Background: an optimization exercise with open tools, aiming at small area, a short achievable clock period and few clock cycles per item. Do not read the settings as production practice. In this exercise RTL edits were held to simulation tests only and were not proved equivalent to the original. No activity file was given, so power comes from the tool's default toggle rates.

==> garnet <==
// ex_stage
module ex_stage
#(
  parameter int unsigned WIDTH = 32
) (
  input  logic             clk,
  input  logic             rst,
  input  logic             in_valid,
  output logic             in_ready,
  input  logic [3:0]       operation,
  input  logic [WIDTH-1:0] op_a,
  input  logic [WIDTH-1:0] op_b,
  input  logic [4:0]       shamt,
  input  logic [4:0]       rd,
  input  logic             reg_write,
  input  logic             stall_in,
  input  logic             flush,
  output logic             out_valid,
  output logic [WIDTH-1:0] result,
  output logic             zero,
  output logic [4:0]       out_rd,
  output logic             out_reg_write,
  output logic             busy
);
  logic v0_q, v1_q;
  logic hold1_s, ld1_s, ld0_s;
  assign hold1_s  = v1_q & stall_in;
  assign ld1_s    = ~hold1_s;
  assign ld0_s    = ~(v0_q & hold1_s);
  assign in_ready = ld0_s;
  always_ff @(posedge clk) begin
    if (!rst || flush) begin
      v0_q <= 1'b0;
      v1_q <= 1'b0;
    end else begin
      if (ld0_s) v0_q <= in_valid;
      if (ld1_s) v1_q <= v0_q;
    end
  end
  logic op_mul, op_sll, op_srl, op_shift, op_sub, op_slt, op_useb;
  ...
Settings: LEC_CHECK=0, ABC_AREA=1, CAP_MARGIN=20, CORE_MARGIN=2, CORE_UTILIZATION=40, CTS_BUF_LIST=sky130_fd_sc_hd__clkbuf_8, SETUP_SLACK_MARGIN=5, SLEW_MARGIN=20, SYNTH_HIERARCHICAL=1; clock period 10.0 ns.
standard.sh (not shown) runs the stock make flow with config.mk's settings and CLKGATE_MAP_FILE= SYNTH_SCRIPT=/design/flow/synth_recipe.tcl, a recipe that flattens the netlist after the stock synthesis.
==> flow/flow/run.sh <==
#!/bin/bash
# The standard layout with two changes to how it is made:
#  - synthesis maps the logic with flow/abc_area.script (an area-oriented
#    ABC script) in place of ORFS's abc_area.script; everything else in the
#    synthesis, including the registers, is the standard one;
#  - the port buffers use the smallest buffer cell (every input and output
#    port still gets its own buffer).
set -euo pipefail
rm -rf myscripts
cp -r "$FLOW_HOME/scripts" myscripts
cp flow/abc_area.script myscripts/abc_area.script
bash standard.sh "SCRIPTS_DIR=$PWD/myscripts" synth > synth_make.log 2>&1
bash standard.sh "BUFFER_PORTS_ARGS=-buffer_cell sky130_fd_sc_hd__buf_1" finish > flow_make.log 2>&1
==> flow/flow/abc_area.script <==
strash
dch
map -a
topo
stime -c
buffer -c
upsize -c
dnsize -c
==> zinc (differences from garnet) <==
--- a/flow/design.v
+++ b/flow/design.v
@@ -64,42 +64,45 @@
   assign op_srl   = (operation == OP_SRL);
   assign op_shift = op_sll | op_srl;
   assign op_sub   = (operation == OP_SUB);
   assign op_slt   = (operation == OP_SLT);
   assign op_useb  = (operation == OP_ADD) | op_sub | op_slt | (operation == OP_AND) |
                     (operation == OP_OR) | (operation == OP_XOR) | (operation == OP_NOR);
-  logic [31:0] a0_q;
-  logic [11:0] one0_q, two0_q, neg0_q;
-  logic        l_shift, l_other, l_mul, l_raw, l_hold;
-  assign l_hold  = ~ld0_s;
-  assign l_shift = ld0_s & op_shift;
-  assign l_other = ld0_s & ~op_shift;
-  assign l_mul   = ld0_s & op_mul;
-  assign l_raw   = ld0_s & ~op_mul & ~op_shift;
-  logic [31:0] b_rev, b_sh, b_pre, a_nx;
+  logic [31:0] b_rev, b_sh, a_in;
   always_comb begin
     for (int i = 0; i < 32; i++) b_rev[i] = op_b[31 - i];
-    b_sh  = op_sll ? op_b : b_rev;
-    b_pre = shamt[4] ? {b_sh[15:0], 16'd0} : b_sh;
+    b_sh = op_sll ? op_b : b_rev;
+    if (op_shift)
+      a_in = shamt[4] ? {b_sh[15:0], 16'd0} : b_sh;
+    else if (op_mul | op_useb)
+      a_in = op_a;
+    else
+      a_in = 32'd0;
   end
-  assign a_nx = ({32{l_shift}} & b_pre) | ({32{l_other}} & op_a) | ({32{l_hold}} & a0_q);
-  logic [11:0] one_nx, two_nx, neg_nx;
+  logic [11:0] one_in, two_in, neg_in;
   logic [31:0] braw;
   assign braw = (op_sub | op_slt) ? ~op_b : op_b;
   always_comb begin
     for (int i = 0; i < 12; i++) begin
-      logic b2, b1, bm, sel;
-      b2  = op_b[2*i+1];
-      b1  = op_b[2*i];
-      bm  = (i == 0) ? 1'b0 : op_b[2*i-1];
-      sel = (i < 8) && (shamt[3:1] == 3'(i));
-      one_nx[i] = (l_mul & (b1 ^ bm)) | (l_shift & sel & ~shamt[0]) |
-                  (l_raw & braw[2*i]) | (l_hold & one0_q[i]);
-      two_nx[i] = (l_mul & ((b2 & ~b1 & ~bm) | (~b2 & b1 & bm))) |
-                  (l_shift & sel & shamt[0]) | (l_hold & two0_q[i]);
-      neg_nx[i] = (l_mul & b2) | (l_raw & braw[2*i+1]) | (l_hold & neg0_q[i]);
+      logic b2, b1, bm;
+      b2 = op_b[2*i+1];
+      b1 = op_b[2*i];
+      bm = (i == 0) ? 1'b0 : op_b[2*i-1];
+      if (op_mul) begin
+        one_in[i] = b1 ^ bm;
+        two_in[i] = (b2 & ~b1 & ~bm) | (~b2 & b1 & bm);
+        neg_in[i] = b2;
+      end else if (op_shift) begin
+        one_in[i] = (i < 8) && (shamt[3:1] == 3'(i)) && !shamt[0];
+        two_in[i] = (i < 8) && (shamt[3:1] == 3'(i)) && shamt[0];
+        neg_in[i] = 1'b0;
+      end else begin
+        one_in[i] = braw[2*i];
+        two_in[i] = 1'b0;
+        neg_in[i] = braw[2*i+1];
+      end
     end
   end
   logic [3:0] wone, wtwo, wneg;
   always_comb begin
     for (int k = 0; k < 4; k++) begin
       logic b2, b1, bm;
@@ -144,24 +147,24 @@
   wire wfs203, wfc203;
   ex_fa u_wfa203 (.a(wfc198), .b(wfs199), .c(wpp15_1), .s(wfs203), .co(wfc203));
   assign wt_x = {wfc202, wfc201, wfc200, whc25, whc24, whs24, wpp12[1], wpp12[0]};
   assign wt_y = {wfs203, wfs202, wfs201, wfs200, whs25, wneg[1], 1'b0, wneg[0]};
   logic [7:0] w_in;
   assign w_in = op_mul ? (wt_x + wt_y) : (op_useb ? braw[31:24] : 8'd0);
+  logic [31:0] a0_q;
+  logic [11:0] one0_q, two0_q, neg0_q;
   logic [7:0]  w0_q;
   logic [3:0]  op0_q;
   logic [4:0]  rd0_q;
   logic        rw0_q;
   always_ff @(posedge clk) begin
-    a0_q   <= a_nx;
-    one0_q <= one_nx;
-    two0_q <= two_nx;
-    neg0_q <= neg_nx;
-  end
-  always_ff @(posedge clk) begin
     if (ld0_s) begin
+      a0_q   <= a_in;
+      one0_q <= one_in;
+      two0_q <= two_in;
+      neg0_q <= neg_in;
       w0_q   <= w_in;
       op0_q  <= operation;
       rd0_q  <= rd;
       rw0_q  <= reg_write;
     end
   end
@@ -668,39 +671,50 @@
         sg[l+1][j] = sg[l][2*j+1] | (sp[l][2*j+1] & sg[l][2*j]);
         sp[l+1][j] = sp[l][2*j+1] & sp[l][2*j];
       end
     end
     lt = ap[31] ? ~sg[5][0] : a0_q[31];
   end
-  logic [31:0] p1_q, g1_q;
-  logic s_tree, s_srl, s_ap, s_addsub, s_ag, s_or, s_nor, s_slt, s_hold;
-  assign s_hold   = ~ld1_s;
-  assign s_tree   = ld1_s & ((op0_q == OP_MUL) | (op0_q == OP_SLL));
-  assign s_srl    = ld1_s & (op0_q == OP_SRL);
-  assign s_addsub = ld1_s & ((op0_q == OP_ADD) | (op0_q == OP_SUB));
-  assign s_ap     = s_addsub | (ld1_s & (op0_q == OP_XOR));
-  assign s_ag     = ld1_s & (op0_q == OP_AND);
-  assign s_or     = ld1_s & (op0_q == OP_OR);
-  assign s_nor    = ld1_s & (op0_q == OP_NOR);
-  assign s_slt    = ld1_s & (op0_q == OP_SLT);
-  logic [31:0] p_nx, g_nx;
+  logic [31:0] p_d, g_d;
   logic        c_d;
-  assign p_nx = ({32{s_tree}} & hp) | ({32{s_srl}} & hp_rev) | ({32{s_ap}} & ap) |
-                ({32{s_ag}} & ag) | ({32{s_or}} & (ap | ag)) | ({32{s_nor}} & ~(ap | ag)) |
-                {31'd0, s_slt & lt} | ({32{s_hold}} & p1_q);
-  assign g_nx = ({32{s_tree}} & hg) | ({32{s_addsub}} & ag) | ({32{s_hold}} & g1_q);
-  assign c_d  = ((op0_q == OP_MUL) & bneg[0]) | (op0_q == OP_SUB);
+  always_comb begin
+    p_d = 32'd0;
+    g_d = 32'd0;
+    c_d = 1'b0;
+    case (op0_q)
+      OP_MUL, OP_SLL: begin
+        p_d = hp;
+        g_d = hg;
+        c_d = (op0_q == OP_MUL) & bneg[0];
+      end
+      OP_SRL:  p_d = hp_rev;
+      OP_ADD: begin
+        p_d = ap;
+        g_d = ag;
+      end
+      OP_SUB: begin
+        p_d = ap;
+        g_d = ag;
+        c_d = 1'b1;
+      end
+      OP_SLT:  p_d = {31'd0, lt};
+      OP_AND:  p_d = ag;
+      OP_OR:   p_d = ap | ag;
+      OP_XOR:  p_d = ap;
+      OP_NOR:  p_d = ~(ap | ag);
+      default: ;
+    endcase
+  end
+  logic [31:0] p1_q, g1_q;
   logic        c1_q;
   logic [4:0]  rd1_q;
   logic        rw1_q;
   always_ff @(posedge clk) begin
-    p1_q <= p_nx;
-    g1_q <= g_nx;
-  end
-  always_ff @(posedge clk) begin
     if (ld1_s) begin
+      p1_q  <= p_d;
+      g1_q  <= g_d;
       c1_q  <= c_d;
       rd1_q <= rd0_q;
       rw1_q <= rw0_q;
     end
   end
   logic [31:0] hg0, hpp0, hgk [0:4], hpk [0:4];
==> flow/flow/run.sh (replaced) <==
#!/bin/bash
# The standard layout; the port buffers use the smallest buffer cell
# (every input and output port still gets its own buffer).
set -euo pipefail
bash standard.sh "BUFFER_PORTS_ARGS=-buffer_cell sky130_fd_sc_hd__buf_1" finish > flow_make.log 2>&1
==> flow/config.mk (replaced) <==
export PLATFORM = sky130hd
export DESIGN_NAME = ex_stage
export DESIGN_NICKNAME = ex_stage
export VERILOG_FILES = /design/flow/design.v
export SDC_FILE = /design/flow/constraint.sdc
export NUM_CORES = 4
export LEC_CHECK = 0
export ABC_AREA = 1
export ABC_CLOCK_PERIOD_IN_PS = 4000
export CAP_MARGIN = 20
export CORE_MARGIN = 2
export CORE_UTILIZATION = 40
export SETUP_SLACK_MARGIN = 5
export SLEW_MARGIN = 20
export SYNTH_HIERARCHICAL = 1
removed: flow/flow/abc_area.script
==> tundra (differences from garnet) <==
==> flow/flow/run.sh (replaced) <==
#!/bin/bash
# The standard layout; the port buffers use the smallest buffer cell
# (every input and output port still gets its own buffer).
set -euo pipefail
bash standard.sh "BUFFER_PORTS_ARGS=-buffer_cell sky130_fd_sc_hd__buf_1" finish > flow_make.log 2>&1
--- a/flow/config.mk
+++ b/flow/config.mk
@@ -7,9 +7,10 @@
 export LEC_CHECK = 0
 export ABC_AREA = 1
 export CAP_MARGIN = 20
 export CORE_MARGIN = 2
 export CORE_UTILIZATION = 40
 export CTS_BUF_LIST = sky130_fd_sc_hd__clkbuf_8
+export GPL_TIMING_DRIVEN = 0
 export SETUP_SLACK_MARGIN = 5
 export SLEW_MARGIN = 20
 export SYNTH_HIERARCHICAL = 1
removed: flow/flow/abc_area.script
==> amber (differences from garnet) <==
--- a/flow/design.v
+++ b/flow/design.v
@@ -642,13 +642,13 @@
   ex_fa u_fa195 (.a(fc166), .b(fs167), .c(fs139), .s(fs195), .co(fc195));
   wire fs196, fc196;
   ex_fa u_fa196 (.a(fc167), .b(fs168), .c(fs141), .s(fs196), .co(fc196));
   wire fs197, fc197;
   ex_fa u_fa197 (.a(fc168), .b(fs169), .c(fs143), .s(fs197), .co(fc197));
   assign tree_x = {fc196, fc195, fc194, fc193, fc192, fc191, fc190, fc189, fc188, fc187, fc186, fc185, fc184, fc183, fc182, fc181, fc180, fc179, fc178, fc177, fc176, fc175, fc174, fc173, fc172, fc171, fc170, hc21, hc20, hs20, pp0[1], pp0[0]};
-  assign tree_y = {fs197, fs196, fs195, fs194, fs193, fs192, fs191, fs190, fs189, fs188, fs187, fs186, fs185, fs184, fs183, fs182, fs181, fs180, fs179, fs178, fs177, fs176, fs175, fs174, fs173, fs172, fs171, fs170, hs21, bneg[1], 1'b0, 1'b0};
+  assign tree_y = {fs197, fs196, fs195, fs194, fs193, fs192, fs191, fs190, fs189, fs188, fs187, fs186, fs185, fs184, fs183, fs182, fs181, fs180, fs179, fs178, fs177, fs176, fs175, fs174, fs173, fs172, fs171, fs170, hs21, bneg[1], 1'b0, bneg[0]};
   logic [31:0] hp, hg, hp_rev;
   assign hp = tree_x ^ tree_y;
   assign hg = tree_x & tree_y;
   always_comb begin
     for (int i = 0; i < 32; i++) hp_rev[i] = hp[31 - i];
   end
@@ -679,39 +679,39 @@
   assign s_addsub = ld1_s & ((op0_q == OP_ADD) | (op0_q == OP_SUB));
   assign s_ap     = s_addsub | (ld1_s & (op0_q == OP_XOR));
   assign s_ag     = ld1_s & (op0_q == OP_AND);
   assign s_or     = ld1_s & (op0_q == OP_OR);
   assign s_nor    = ld1_s & (op0_q == OP_NOR);
   assign s_slt    = ld1_s & (op0_q == OP_SLT);
+  logic        is_sub;
+  logic [31:0] aps, ags;
+  assign is_sub = (op0_q == OP_SUB);
+  assign aps    = {ap[31:1], ap[0] ^ is_sub};
+  assign ags    = {ag[31:1], ag[0] | (is_sub & ap[0])};
   logic [31:0] p_nx, g_nx;
-  logic        c_d;
-  assign p_nx = ({32{s_tree}} & hp) | ({32{s_srl}} & hp_rev) | ({32{s_ap}} & ap) |
+  assign p_nx = ({32{s_tree}} & hp) | ({32{s_srl}} & hp_rev) | ({32{s_ap}} & aps) |
                 ({32{s_ag}} & ag) | ({32{s_or}} & (ap | ag)) | ({32{s_nor}} & ~(ap | ag)) |
                 {31'd0, s_slt & lt} | ({32{s_hold}} & p1_q);
-  assign g_nx = ({32{s_tree}} & hg) | ({32{s_addsub}} & ag) | ({32{s_hold}} & g1_q);
-  assign c_d  = ((op0_q == OP_MUL) & bneg[0]) | (op0_q == OP_SUB);
-  logic        c1_q;
+  assign g_nx = ({32{s_tree}} & hg) | ({32{s_addsub}} & ags) | ({32{s_hold}} & g1_q);
   logic [4:0]  rd1_q;
   logic        rw1_q;
   always_ff @(posedge clk) begin
     p1_q <= p_nx;
     g1_q <= g_nx;
   end
   always_ff @(posedge clk) begin
     if (ld1_s) begin
-      c1_q  <= c_d;
       rd1_q <= rd0_q;
       rw1_q <= rw0_q;
     end
   end
   logic [31:0] hg0, hpp0, hgk [0:4], hpk [0:4];
   logic [31:0] gall, cy;
   always_comb begin
     hg0  = g1_q;
     hpp0 = p1_q;
-    hg0[0] = g1_q[0] | (p1_q[0] & c1_q);
     hgk[0] = hg0;
     hpk[0] = hpp0;
     for (int i = 1; i < 32; i += 2) begin
       hgk[0][i] = hg0[i] | (hpp0[i] & hg0[i-1]);
       hpk[0][i] = hpp0[i] & hpp0[i-1];
     end
@@ -725,16 +725,16 @@
         end
       end
     end
     gall = hgk[4];
     for (int i = 2; i < 32; i += 2)
       gall[i] = hg0[i] | (hpp0[i] & hgk[4][i-1]);
-    cy = {gall[30:0], c1_q};
+    cy = {gall[30:0], 1'b0};
   end
   logic [31:0] zterm;
-  assign zterm = p1_q ^ {p1_q[30:0] | g1_q[30:0], c1_q};
+  assign zterm = p1_q ^ {p1_q[30:0] | g1_q[30:0], 1'b0};
   assign result        = p1_q ^ cy;
   assign zero          = ~|zterm;
   assign out_valid     = v1_q;
   assign out_rd        = rd1_q;
   assign out_reg_write = rw1_q;
   assign busy          = v0_q;
==> flow/flow/run.sh (replaced) <==
#!/bin/bash
# The standard layout; the port buffers use the smallest buffer cell
# (every input and output port still gets its own buffer).
set -euo pipefail
bash standard.sh SETUP_SLACK_MARGIN=5.5 "BUFFER_PORTS_ARGS=-buffer_cell sky130_fd_sc_hd__buf_1" finish > flow_make.log 2>&1
--- a/flow/config.mk
+++ b/flow/config.mk
@@ -7,9 +7,9 @@
 export LEC_CHECK = 0
 export ABC_AREA = 1
 export CAP_MARGIN = 20
 export CORE_MARGIN = 2
 export CORE_UTILIZATION = 40
 export CTS_BUF_LIST = sky130_fd_sc_hd__clkbuf_8
-export SETUP_SLACK_MARGIN = 5
+export PLACE_DENSITY = 0.72
 export SLEW_MARGIN = 20
 export SYNTH_HIERARCHICAL = 1
removed: flow/flow/abc_area.script
==> run notes <==
Min Hold Slack - 433 ps
top sig layer - met5
Initial Util - 40.3%
origin of the worst setup path - a0_q[12]
tap cells - 672
Worst Setup EP - p1_q[1]
I/O Buffers - 125
worst-margin pin slew - 1050 ps
initial DRC count - 3005
commonest non-fill, non-tap cells in the layout - xor2_1 (330), nand2_1 (288), o22ai_1 (259)
Synth Cell Area - 20100 µm²
Synth Net Count - 2841
post-CTS sizing - 158
CP bufs+invs - 3
outcome - finished clean
post-DR vias/cell - 6.32
leak pwr - 10.2 nW
[end of results for amber]
==> run notes <==
outcome - finished clean
commonest non-fill, non-tap cells in the layout - nand2_1 (386), xor2_1 (297), o22ai_1 (282)
CP bufs+invs - 3
Synth Cell Area - 20300 µm²
Synth Net Count - 2921
post-CTS sizing - 132
Min Hold Slack - 425 ps
leak pwr - 9.84 nW
Power Combinational - 7.92 mW
I/O Buffers - 123
Initial Util - 40.5%
Worst Setup EP - p1_q[4]
top sig layer - met4
origin of the worst setup path - a0_q[3]
[end of results for tundra]
==> run notes <==
seq_cells - 158
initial DRC count - 2190
CP bufs+invs - 1
GRT Total Usage - 28.8%
Synth Cell Area - 20400 µm²
worst-margin pin slew - 1190 ps
post-CTS sizing - 48
leak pwr - 9.35 nW
Fin. Hold Viols - 0
top sig layer - met4
I/O Buffers - 125
Worst Setup EP - p1_q[5]
Initial Util - 40.6%
origin of the worst setup path - a0_q[0]
post-DR vias/cell - 6.14
Synth Net Count - 2676
Min Hold Slack - 417 ps
outcome - finished clean
[end of results for zinc]
==> run notes <==
tap cells - 664
leak pwr - 8.86 nW
post-CTS sizing - 61
initial DRC count - 2490
I/O Buffers - 125
Min Hold Slack - 427 ps
origin of the worst setup path - c1_q
Worst Setup EP - result[29]
worst-margin pin slew - 1060 ps
Synth Cell Area - 19700 µm²
post-DR vias/cell - 6.31
Synth Net Count - 2756
outcome - finished clean
[end of results for garnet]
Testbench counts of garnet, summed over its fixed seeds: cycles 13,329, items 12,000.
Testbench counts of zinc, summed over its fixed seeds: cycles 13,329, items 12,000.
Testbench counts of tundra, summed over its fixed seeds: cycles 13,329, items 12,000.
Testbench counts of amber, summed over its fixed seeds: cycles 13,329, items 12,000.

[what the ideal ports hide]
The results above use ideal ports. As a check the final layouts listed here were re-extracted and re-timed, cells and wires unchanged.
Step 1 sets driving cells, clkbuf_16 on the clock port and buf_2 on the other inputs (assumed; they add their load-dependent delay and slew).
Step 2 moves the port delays by t, midway between the first and last clock arrival at a register: inputs arrive t later, outputs are due t later. That takes back most of the time a late clock gives input paths.
a / b / c = no drivers / after step 1 / after step 2; a / b = the first two.
run	t, ns	setup WS [ns]	worst setup path after step 2	worst data-port slew with drivers (ns)	pins driven straight from the clock port
garnet	0.577	4.403 / 4.352 / 4.621	input to register	0.07	1
zinc	0.510	5.012 / 5.012 / 4.671	input to register	0.05	1
tundra	0.553	5.011 / 5.011 / 4.646	input to register	0.04	1
amber	0.574	5.499 / 5.450 / 5.038	input to register	0.09	1
After both steps every run listed still meets setup and hold. For amber, which loses most, drivers alone change the setup slack by -0.049 ns; drivers and shift together by -0.461 ns.
